Source: an optimization exercise on an open RTL-to-GDS flow (aim: small area and a short achievable clock period). Production flows keep margins and buffers that such runs may drop. Function was checked by simulation only, so behaviour that the tests miss may differ from the original. Power figures rest on the tool's default switching activity, not on a simulated workload.

**config.mk**
```make
export PLATFORM = sky130hd
export DESIGN_NAME = mem_responder
export DESIGN_NICKNAME = mem_responder
export VERILOG_FILES = /design/flow/design.v
export SDC_FILE = /design/flow/constraint.sdc
export NUM_CORES = 4
export LEC_CHECK = 0
export CAP_MARGIN = 20
export CORE_MARGIN = 2
export CORE_UTILIZATION = 40
export SLEW_MARGIN = 20
```
**constraint.sdc**
```tcl
create_clock -name core_clock -period 5.0 [get_ports {clk}]
set_input_delay 1.0000 -clock core_clock [delete_from_list [all_inputs] [get_ports {clk}]]
set_output_delay 1.0000 -clock core_clock [all_outputs]
set_load 0.01 [all_outputs]
```
**design.v**
```verilog
package mem_pkg;
    typedef enum logic [1:0] {
        MEM_NONE    = 2'b00,
        MEM_WRITE   = 2'b01,
        MEM_READ    = 2'b10,
        MEM_ILLEGAL = 2'b11
    } mem_cmd_t;
    localparam logic [8:0] LED_ADDR = 9'h100;
    localparam logic [8:0] SW_ADDR  = 9'h140;
    typedef enum logic {
        ST_IDLE,
        ST_RESP
    } rsp_state_t;
    typedef enum logic [1:0] {
        RSEL_ZERO,
        RSEL_RAM,
        RSEL_SW
    } rd_sel_t;
endpackage
module ram_sp #(
    parameter int DEPTH = 256,
    parameter int WIDTH = 16,
    parameter int AW    = $clog2(DEPTH)
) (
    input  logic             i_clk,
    input  logic             i_we,
    input  logic             i_re,
    input  logic [AW-1:0]    i_addr,
    input  logic [WIDTH-1:0] i_wdata,
    output logic [WIDTH-1:0] o_rdata
);
    logic [WIDTH-1:0] r_mem [DEPTH];
    logic [WIDTH-1:0] r_rdata;
    always_ff @(posedge i_clk) begin
        if (i_we) begin
            r_mem[i_addr] <= i_wdata;
        end
        if (i_re) begin
            r_rdata <= r_mem[i_addr];
        end
    end
    assign o_rdata = r_rdata;
endmodule
module mem_responder #(
    parameter int                ADDR_W    = 9,
    parameter int                DATA_W    = 16,
    parameter int                RAM_WORDS = 256,
    parameter logic [ADDR_W-1:0] LED_ADDR  = mem_pkg::LED_ADDR,
    parameter logic [ADDR_W-1:0] SW_ADDR   = mem_pkg::SW_ADDR
) (
    input  logic              clk,
    input  logic              reset,
    input  logic [1:0]        mem_cmd,
    input  logic [ADDR_W-1:0] mem_addr,
    input  logic [DATA_W-1:0] write_data,
    output logic [DATA_W-1:0] read_data,
    output logic              rd_valid,
    input  logic [7:0]        sw,
    output logic [7:0]        leds,
    output logic              err,
    output logic [ADDR_W-1:0] err_addr
);
    localparam int              RAM_AW    = $clog2(RAM_WORDS);
    localparam logic [ADDR_W:0] RAM_LIMIT = (ADDR_W+1)'(RAM_WORDS);
    mem_pkg::mem_cmd_t          w_cmd;
    logic              w_in_ram;
    logic              w_is_read;
    logic              w_ram_we;
    logic              w_ram_re;
    logic              w_led_we;
    logic              w_sw_re;
    logic              w_bus_err;
    logic [DATA_W-1:0] w_ram_q;
    mem_pkg::rsp_state_t        r_state;
    logic              r_rd_valid;
    mem_pkg::rd_sel_t           r_rsel;
    logic [7:0]        r_sw_rd;
    logic [7:0]        r_leds;
    logic              r_err;
    logic [ADDR_W-1:0] r_err_addr;
    logic [7:0]        r_sync1;
    logic [7:0]        r_sync2;
    assign w_cmd     = mem_pkg::mem_cmd_t'(mem_cmd);
    assign w_in_ram  = {1'b0, mem_addr} < RAM_LIMIT;
    assign w_is_read = (w_cmd == mem_pkg::MEM_READ);
    always_comb begin
        w_ram_we  = 1'b0;
        w_ram_re  = 1'b0;
        w_led_we  = 1'b0;
        w_sw_re   = 1'b0;
        w_bus_err = 1'b0;
        unique case (w_cmd)
            mem_pkg::MEM_NONE: begin
            end
            mem_pkg::MEM_WRITE: begin
                if (w_in_ram)
                    w_ram_we = 1'b1;
                else if (mem_addr == LED_ADDR)
                    w_led_we = 1'b1;
                else
                    w_bus_err = 1'b1;
            end
            mem_pkg::MEM_READ: begin
                if (w_in_ram)
                    w_ram_re = 1'b1;
                else if (mem_addr == SW_ADDR)
                    w_sw_re = 1'b1;
                else
                    w_bus_err = 1'b1;
            end
            mem_pkg::MEM_ILLEGAL: begin
                w_bus_err = 1'b1;
            end
        endcase
    end
    ram_sp #(
        .DEPTH (RAM_WORDS),
        .WIDTH (DATA_W),
        .AW    (RAM_AW)
    ) u_ram (
        .i_clk   (clk),
        .i_we    (w_ram_we),
        .i_re    (w_ram_re),
        .i_addr  (mem_addr[RAM_AW-1:0]),
        .i_wdata (write_data),
        .o_rdata (w_ram_q)
    );
    always_ff @(posedge clk or posedge reset) begin
        if (reset) begin
            r_rsel     <= mem_pkg::RSEL_ZERO;
            r_sw_rd    <= '0;
            r_leds     <= '0;
            r_err      <= 1'b0;
            r_err_addr <= '0;
            r_sync1    <= '0;
            r_sync2    <= '0;
        end else begin
            r_sync1 <= sw;
            r_sync2 <= r_sync1;
            if (w_led_we)
                r_leds <= write_data[7:0];
            if (w_ram_re)
                r_rsel <= mem_pkg::RSEL_RAM;
            if (w_sw_re) begin
                r_rsel  <= mem_pkg::RSEL_SW;
                r_sw_rd <= r_sync2;
            end
            if (w_bus_err && !r_err) begin
                r_err      <= 1'b1;
                r_err_addr <= mem_addr;
            end
        end
    end
    always_ff @(posedge clk or posedge reset) begin
        if (reset) begin
            r_state    <= mem_pkg::ST_IDLE;
            r_rd_valid <= 1'b0;
        end else begin
            unique case (r_state)
                mem_pkg::ST_IDLE: begin
                    if (w_is_read) begin
                        r_state    <= mem_pkg::ST_RESP;
                        r_rd_valid <= 1'b1;
                    end
                end
                mem_pkg::ST_RESP: begin
                    if (w_is_read) begin
                        r_rd_valid <= 1'b1;
                    end else begin
                        r_state    <= mem_pkg::ST_IDLE;
                        r_rd_valid <= 1'b0;
                    end
                end
            endcase
        end
    end
    always_comb begin
        read_data = '0;
        unique case (r_rsel)
            mem_pkg::RSEL_RAM: read_data = w_ram_q;
            mem_pkg::RSEL_SW:  read_data = {{(DATA_W-8){1'b0}}, r_sw_rd};
            default:  read_data = '0;
        endcase
    end
    assign rd_valid = r_rd_valid;
    assign leds     = r_leds;
    assign err      = r_err;
    assign err_addr = r_err_addr;
endmodule
```
**run.sh**
```bash
#!/bin/bash
# synth_recipe.tcl (not shown) runs the flow's synth.tcl, then flattens the netlist and writes it again
# the make line also repeats each setting of config.mk as NAME=value (left out here)
make -C /OpenROAD-flow-scripts/flow DESIGN_CONFIG=/design/flow/config.mk WORK_HOME=/design/flow/orfs CLKGATE_MAP_FILE= SYNTH_SCRIPT=/design/flow/synth_recipe.tcl finish
```
==> metrics.md <==
| Metric | Value |
|---|---|
| Max-cap violations | `0` |
| Primary FF master, synth | `edfxtp_1` |
| Detailed Route WL | `427 mm` |
| Hold_buf cts | `0` |
| CTS buffer count | `417` |
| Total power | `73.9 mW` |
| Number of global-route vias before repair | `a little under 80,000` |
| Area after DPL | `169,000 sq um` |
| Largest net degree at the start of global routing | `between 100 and 150` |
| Sum Neg Setup Slack | `0 ns` |
| Switching pwr | `between 15 and 20 mW` |
| Gpl congestion | `0.854` |
| Hpwl dp | `260 mm` |
| Status | `finished clean` |
| Critical path cell sequence | `inv_1 -> ha_1 -> a22oi_1 -> nor2_1 -> clkdlybuf4s50_1` |
| Layout cells sized above 1 | `between 30% and 40%` |
| Via count | `77,500` |
| DRC Markers | `0` |
| First-pass GRT wire length | `601 mm` |
| Startpoint types | `flip-flop` |
| Yosys reg bits | `4,158` |
| Combinational share of power | `~4.7%` |
| Crit path required time | `about 4 ns` |
| EDFF count, synth | `4,112` |
| Buffers added on ports | `a little over 70` |
| Max clock buf depth | `4` |
| Unrepaired setup endpoints after global routing | `no` |
| Final instance area | `183,000 sq um` |
| Core area | `392,000 sq um` |
| Top post-synthesis cells by area | `edfxtp_1 (79%), mux4_2 (15%), a22oi_1 (2.5%)` |
| Crit-path slowest cell | `clkdlybuf4s50_1` |
| CTS tree | `built` |
| Critical Path End Type | `output port` |
| Maximum clock rate | `231 MHz` |
| Slew Limit Fails | `0` |
| Syn Nets | `between 6,000 and 7,000` |
| Pwr dens | `404 nW/um^2` |
| Async set-reset flop share out of synthesis | `under 10%` |
| Worst hold path startpoint | `r_sync1[5]$_DFF_PP0_` |
| Worst-path clk slew | `0.06 ns` |
| Post-layout min period | `between 4 and 5 ns` |
| Worst setup path start | `r_rsel[1]$_DFFE_PP0P_` |
| Skew final | `0.0643 ns` |
| Cts repair resizes | `0` |
| Top-count cell post-synth | `edfxtp_1` |
| HP Class | `reg -> reg` |
| Final net count | `around 7,600` |
| Flop pwr share | `between 50% and 60%` |
| Synthesis warning total | `2` |
| Leak | `between 50 and 60 nW` |
| Horiz. Die Dim | `around 630 um` |
| Worst skew pair latency | `0.99 ns` |
| Initial Util | `40.1%` |
| CP Buf/Inv Count | `2` |
| Final hold vios | `0` |
| H-tree Lvls | `5` |
| Initial DRC count | `slightly above 10,000` |
| Switching share of power | `a little over a fifth` |
| Cell count after synthesis | `6,835` |
| IO Pins | `72` |
| Cell area after synthesis | `approximately 160,000 sq um` |
| Cell Int Power | `slightly below 60 mW` |
| Syn Area/Cell | `23.0 sq um` |
| Max incr delay on CP | `around 0.65 ns` |
| 1st-pass router iterations | `5` |
| Worst r2r src | `u_ram.r_mem[248][14]$_DFFE_PP_` |
| Area share of the largest cell type after synthesis | `78.5%` |
| Final setup fails | `0` |
| Delay-heaviest family, CP | `buffers and inverters` |
| GRT Total Usage | `21.2%` |
| Global route overflow | `0` |
| Post-CTS Setup Inserts | `0` |
| Post-synthesis cell type with the largest combined area | `edfxtp_1` |
| Row Count | `230` |
| Root Buffer | `clkbuf_16` |
| Full die area | `398,000 sq um` |
| Area Overhead vs Synth | `16.5%` |
| Cell variety after synth | `33` |
| CP Max Fanout | `16` |
| Clk pwr share | `~43%` |
| Final Cycle Share | `86.7%` |
| Routed Antenna Nets | `0` |
| Clock sinks | `approximately 4,200` |
| Post-synth top cells | `edfxtp_1 (4,112), mux4_2 (1,024), a22oi_1 (520), nor2_1 (268), a21oi_1 (256)` |
| Critical Path AT | `3.33 ns` |
| Fillers | `31,900` |
| Relative slew slack | `21.3%` |
| Die Height | `about 630 um` |
| Maximum VDD drop | `0.000318 V` |
| Post-DR wirelength/cell | `32.4 um` |
| Vias/cell | `5.88` |
| Setup CP Type | `reg -> out` |
| Antenna violations before repair | `21` |
| Sequential area share after synthesis | `79.2%` |
| Actual slew at the worst max-slew pin | `1.17 ns` |
routing by layer:
metal	GRT usage, %	wire length [um]	vias to the layer above
met5	0	74	-
met2	34.6	210000	3948
met3	2.98	34400	605
met4	6.58	13900	10
met1	29.6	169000	41900
li1	-	-	31000
power groups by stage:
stage | Combinational [mW] | Sequential [mW] | Clock [mW]
2_1_floorplan | 1.63 | 39.1 | 0
3_3_place_gp | 3.48 | 39.1 | 0
3_5_place_dp | 3.54 | 39.1 | 0
4_1_cts | 3.55 | 38.4 | 32.5
5_1_grt | 3.67 | 38.4 | 33.8
6_report | 3.50 | 38.4 | 32.0
state kept, by name, summed over array words and instances (netlist names), 2 cells and up:
name           count
r_err_addr         9
r_leds             8
r_rsel             2
r_sw_rd            8
r_sync1            8
r_sync2            8
u_ram.r_mem     4096
u_ram.r_rdata     16
logic make-up after synthesis:
| kind of cell | Yosys count | share of synthesized area, % |
|---|---|---|
| flops | 4158 | 79.2 |
| mux | 1049 | 14.8 |
| compound gates | 845 | 3.67 |
| buf+inv | 426 | 1.27 |
| simple gates | 349 | 0.911 |
| fa+ha+maj | 7 | 0.0557 |
| xor+xnor | 1 | 0.00557 |
path summary, 6_finish.rpt:
kind / end / slack [ns] / depth (start not counted)
worst max-delay path: read_data[0] / 0.67 / 5
min in group asynchronous: r_sync1[2]$_DFF_PP0_ / 0.53 / 3
worst min register to register: r_sync2[5]$_DFF_PP0_ / 0.35 / 0
worst min-delay path: r_sync2[5]$_DFF_PP0_ / 0.35 / 0
max in group asynchronous: r_sync1[7]$_DFF_PP0_ / 3.96 / 3
worst max register to register: u_ram.r_rdata[14]$_DFFE_PP_ / 1.80 / 6
cell type report:
class                      instances  area [sq um]  share of cell area, %
clock buffer                     501         10900                   5.96
clock inverter                   269          3110                   1.70
sequential                      4158        125000                   68.0
multi-input combinational       2251         30900                   16.9
inverter                           8          30.0                 0.0164
antenna                           17          42.5                 0.0232
timing repair buffer             751          6960                   3.80
tap                             5220          6530                   3.57
placed cells by master (no fill, tap or decap), types with 17 or more instances in the layout:
| master | count |
|---|---|
| buf_12 | 82 |
| buf_8 | 17 |
| edfxtp_1 | 4112 |
| clkbuf_1 | 74 |
| dfrtp_1 | 46 |
| a22oi_1 | 520 |
| clkdlybuf4s50_1 | 53 |
| a21oi_1 | 256 |
| clkbuf_16 | 423 |
| o41ai_2 | 21 |
| mux4_2 | 1024 |
| mux2_2 | 25 |
| bufinv_16 | 61 |
| nand4_1 | 18 |
| clkinv_1 | 88 |
| nor2_1 | 258 |
| buf_4 | 597 |
| diode_2 | 17 |
| clkinv_2 | 73 |
| o41ai_1 | 43 |
stage by stage:
step,util [%],instances,hold slack [ns],setup WS (ns)
floorplan,-,6835,0.331,1.44
global placement,43.1,12400,0.342,0.00799
detailed placement,43.1,12400,0.340,0.226
CTS,46.7,13200,0.354,0.648
global route,46.7,13200,0.368,0.643
finish,46.7,13200,0.352,0.666
worst reg2reg max path, stage by stage (launching register included):
cell and delay (ns):
edfxtp_1 0.36, mux4_2 0.47, a22oi_1 0.48, a21oi_1 0.36, o41ai_1 0.94, buf_4 0.24
nand4_1 0.09

[separate check: timing with driven ports]
No port has a modelled driver above. Below, the same layout with a new extraction and two added sets of constraints.
Step 1 assumes that a clkbuf_16 drives the clock port and a buf_2 every other input.
Step 2 adds t to the input delays and takes it off the output delays; t is the mean of the earliest and latest rising clock arrival at the registers after step 1. Input paths then give back, and output paths get back, about the clock's delay inside the block.
a / b / c = ideal / step 1 / step 2; a / b = the first two.
t, ns: 1.075
slack for setup (ns): 0.666 / 0.547 / 0.078
worst data-port slew with drivers (ns): 0.10
After both steps this run still meets setup and hold. For this run, drivers alone change the setup slack by -0.119 ns; drivers and shift together by -0.588 ns.
